Context: an optimization exercise on an open-source flow, tuned for small area. The choices shown serve that exercise and are no tape-out recipe. The RTL was checked by simulation tests, not by an equivalence proof against the original design. The clock port is modelled as an ideal driver; clocking choices that lean on that would not hold on a real chip. Power figures rest on the tool's default switching activity, not on a simulated workload.

## attn_input_loader
module attn_input_loader #(
    parameter int unsigned TIMEOUT_CYCLES = 1024
) (
    input  logic         clk,
    input  logic         rst,
    input  logic [15:0]  in_data,
    input  logic         in_valid,
    input  logic         in_last,
    output logic         in_ready,
    output logic [511:0] key,
    output logic [511:0] query,
    output logic [511:0] value,
    output logic         en,
    input  logic         all_done,
    output logic         busy,
    output logic [6:0]   word_cnt,
    output logic         frame_done,
    output logic         frame_err,
    output logic         timeout
);
clock: 5.0 ns
lec_check: 0
cap_margin: 20
core_area: 5 5 305 305
die_area: 0 0 310 310
slew_margin: 20
standard.sh (not shown) runs the stock make flow with config.mk's settings and CLKGATE_MAP_FILE= SYNTH_SCRIPT=/design/flow/synth_recipe.tcl, a recipe that flattens the netlist after the stock synthesis.
==> flow/flow/run.sh <==
#!/bin/bash
# The standard layout, with these changes:
#  - each port gets a buf_1 (the smallest buffer) instead of buffer_ports' default cell;
#  - the IO placer may put pins on every routing track, which a small die needs for the
#    1570 ports;
#  - clock tree synthesis drives sink clusters of up to 19 flip-flops with clkbuf_8, the
#    levels above with clkbuf_16, and adds no dummy loads;
#  - repair steps buffer with buf_4 and smaller (flow/limit_bufs.tcl).
set -euo pipefail
L="$PWD/flow/limit_bufs.tcl"
CTS="-sink_clustering_enable -repair_clock_nets -dont_use_dummy_load"
CTS+=" -buf_list {sky130_fd_sc_hd__clkbuf_8 sky130_fd_sc_hd__clkbuf_16}"
CTS+=" -root_buf sky130_fd_sc_hd__clkbuf_16 -sink_clustering_buffer sky130_fd_sc_hd__clkbuf_8"
CTS+=" -sink_clustering_size 19 -sink_clustering_max_diameter 85"
bash standard.sh \
  "BUFFER_PORTS_ARGS=-buffer_cell sky130_fd_sc_hd__buf_1" \
  "PLACE_PINS_ARGS=-min_distance 1 -min_distance_in_tracks" \
  "CTS_ARGS=$CTS" \
  "PRE_GLOBAL_PLACE_TCL=$L" "PRE_RESIZE_TCL=$L" "PRE_CTS_TCL=$L" "PRE_GLOBAL_ROUTE_TCL=$L" \
  finish > make_finish.log 2>&1
==> flow/flow/limit_bufs.tcl <==
# Keeps the placement, resizing, CTS and global-route repairs from buffering with cells larger
# than buf_4: the enable net of the 1536 data flip-flops then gets a tree of small buffers.
set_dont_use {sky130_fd_sc_hd__buf_6 sky130_fd_sc_hd__buf_8 sky130_fd_sc_hd__buf_12 sky130_fd_sc_hd__buf_16 sky130_fd_sc_hd__bufinv_8 sky130_fd_sc_hd__bufinv_16 sky130_fd_sc_hd__bufbuf_8 sky130_fd_sc_hd__bufbuf_16}
The starting point produced a clean layout.
Rerun with:
--- a/flow/flow/run.sh
+++ b/flow/flow/run.sh
@@ -5,3 +5,3 @@
 #    1570 ports;
-#  - clock tree synthesis drives sink clusters of up to 19 flip-flops with clkbuf_8, the
+#  - clock tree synthesis drives sink clusters of up to 20 flip-flops with clkbuf_8, the
 #    levels above with clkbuf_16, and adds no dummy loads;
@@ -13,3 +13,3 @@
 CTS+=" -root_buf sky130_fd_sc_hd__clkbuf_16 -sink_clustering_buffer sky130_fd_sc_hd__clkbuf_8"
-CTS+=" -sink_clustering_size 19 -sink_clustering_max_diameter 85"
+CTS+=" -sink_clustering_size 20 -sink_clustering_max_diameter 60"
 bash standard.sh \
Effect:
- sequential power is about the same
- fmax went up slightly
- via count went up slightly
- worst hold slack loses 0.040 ns
- wire length went down slightly
- cell area barely changes
Rerun with:
==> flow/flow/run.sh (replaced) <==
#!/bin/bash
# The standard layout, with these changes:
#  - each port gets a buf_1 (the smallest buffer) instead of buffer_ports' default cell;
#  - the IO placer may put pins on every routing track, which a small die needs for the
#    1570 ports;
#  - clock tree synthesis uses clkbuf_16 with larger sink clusters and no dummy loads.
set -euo pipefail
CTS="-sink_clustering_enable -repair_clock_nets -dont_use_dummy_load"
CTS+=" -buf_list sky130_fd_sc_hd__clkbuf_16 -sink_clustering_size 32 -sink_clustering_max_diameter 70"
bash standard.sh \
  "BUFFER_PORTS_ARGS=-buffer_cell sky130_fd_sc_hd__buf_1" \
  "PLACE_PINS_ARGS=-min_distance 1 -min_distance_in_tracks" \
  "CTS_ARGS=$CTS" \
  finish > make_finish.log 2>&1
removed: flow/flow/limit_bufs.tcl
What happened: First-iteration DRC count decreases by a few percent; power grows slightly; clock skew came out higher by 0.013 ns; utilization grows by 0.27 points; global-route usage is lower by 1.6 points; synthesized cell count stays the same; hold slack improves by 0.036 ns.
Rerun with:
--- a/flow/flow/run.sh
+++ b/flow/flow/run.sh
@@ -5,6 +5,9 @@
 #    1570 ports;
-#  - clock tree synthesis uses clkbuf_16 with larger sink clusters and no dummy loads.
+#  - clock tree synthesis drives sink clusters of up to 20 flip-flops with clkbuf_8, the
+#    levels above with clkbuf_16, and adds no dummy loads.
 set -euo pipefail
 CTS="-sink_clustering_enable -repair_clock_nets -dont_use_dummy_load"
-CTS+=" -buf_list sky130_fd_sc_hd__clkbuf_16 -sink_clustering_size 32 -sink_clustering_max_diameter 70"
+CTS+=" -buf_list {sky130_fd_sc_hd__clkbuf_8 sky130_fd_sc_hd__clkbuf_16}"
+CTS+=" -root_buf sky130_fd_sc_hd__clkbuf_16 -sink_clustering_buffer sky130_fd_sc_hd__clkbuf_8"
+CTS+=" -sink_clustering_size 20 -sink_clustering_max_diameter 60"
 bash standard.sh \
Via count increases by 1.0%; routed wire length grows by 0.65%; setup slack gets worse by 0.011 ns; count of clock-buffer cells in the layout rises by 38; fmax came out lower by 0.43%; area after synthesis does not change; final area stays flat; non-clock buffer count stays the same; cell count goes up by 0.85%; sequential share of layout area climbs by 0.19 points; combinational power is about the same.

Another version of the RTL of attn_input_loader (not shown whole).
Size in the first run: roughly 1,600 cells after synthesis, ~1,600 I/O pins, about 0.047 mm² of cells after synthesis.
Design attn_input_loader, start of the top module:
module attn_input_loader #(
    parameter int unsigned TIMEOUT_CYCLES = 1024
) (
    input  logic         clk,
    input  logic         rst,
    input  logic [15:0]  in_data,
    input  logic         in_valid,
    input  logic         in_last,
    output logic         in_ready,
    output logic [511:0] key,
    output logic [511:0] query,
    output logic [511:0] value,
    output logic         en,
    input  logic         all_done,
    output logic         busy,
    output logic [6:0]   word_cnt,
    output logic         frame_done,
    output logic         frame_err,
    output logic         timeout
);
Settings: LEC_CHECK=0, CAP_MARGIN=20, CORE_AREA=5 5 595 595, DIE_AREA=0 0 600 600, SLEW_MARGIN=20; clock period 5.0 ns.
run.sh (not shown) runs the stock make flow with config.mk's settings and CLKGATE_MAP_FILE= SYNTH_SCRIPT=/design/flow/synth_recipe.tcl, a recipe that flattens the netlist after the stock synthesis.
Stock flow here: none of the scripts above is used.
The baseline finished with timing, DRC and antenna clean.
Edit:
==> flow/flow/run.sh (new file) <==
#!/bin/bash
# The standard layout, with two changes: each port gets a buf_1 (the smallest buffer) instead of
# buffer_ports' default cell, and the IO placer may put pins on every routing track, which a
# small die needs for the 1570 ports.
set -euo pipefail
bash standard.sh \
  "BUFFER_PORTS_ARGS=-buffer_cell sky130_fd_sc_hd__buf_1" \
  "PLACE_PINS_ARGS=-min_distance 1 -min_distance_in_tracks" \
  finish > make_finish.log 2>&1
==> flow/standard.sh (new file) <==
#!/bin/bash
# synth_recipe.tcl (not shown) runs the flow's synth.tcl, then flattens the netlist and writes it again
# the make line also repeats each setting of config.mk as NAME=value (left out here)
make -C /OpenROAD-flow-scripts/flow DESIGN_CONFIG=/design/flow/config.mk WORK_HOME=/design/flow/orfs CLKGATE_MAP_FILE= SYNTH_SCRIPT=/design/flow/synth_recipe.tcl "${@:-finish}"
Settings changed: CORE_AREA 5 5 595 595 to 5 5 305 305, DIE_AREA 0 0 600 600 to 0 0 310 310.
removed: flow/run.sh
Worst setup slack gets better by 0.60 ns.
Design area falls by about a fifth.
Clock-buffer cell count falls by 20.
Core utilization rises by 45 points.
Routed wire length falls by about a fifth.
Sequential share of layout area rises by 16 points.
Final cell count falls by well over a third.
Non-clock buffer count rises by 4.
Area after synthesis is unchanged.

==> port drivers added, routing unchanged <==
The flow's constraints put no driver on any port. The routed layouts listed below were extracted and timed again, unchanged, in two steps. Step 1 sets driving cells, clkbuf_16 on the clock port and buf_2 on the other inputs (assumed; they add their load-dependent delay and slew). Step 2 times the ports against the registers' clock, not the clock port: input delays grow and output delays shrink by t, the midpoint of the rising clock arrivals with the driver on. Slacks: no drivers / after step 1 / after step 2; pairs: no drivers / after step 1.
| run | t, ns | setup WS [ns] | hold WS [ns] | worst data-port slew with drivers (ns) |
|---|---|---|---|---|
| the first run of note 1 | 0.690 | 2.253 / 2.208 / 1.519 | 0.355 / 0.355 / 0.355 | 0.16 |
| the second run of note 1 | 0.681 | 2.279 / 2.218 / 1.537 | 0.315 / 0.315 / 0.315 | 0.13 |
| the third run of note 1 | 0.663 | 2.333 / 2.272 / 1.746 | 0.351 / 0.351 / 0.351 | 0.12 |
| the fourth run of note 1 | 0.682 | 2.322 / 2.258 / 1.707 | 0.293 / 0.293 / 0.293 | 0.14 |
| the first run of note 2 | 0.875 | 1.736 / 1.663 / 1.454 | 0.406 / 0.406 / 0.406 | 0.34 |
| the second run of note 2 | 0.790 | 2.331 / 2.264 / 1.650 | 0.426 / 0.401 / 0.426 | 0.13 |
After both steps every run listed still meets setup and hold. For the second run of note 1, which loses most, drivers alone change the setup slack by -0.061 ns; drivers and shift together by -0.742 ns.
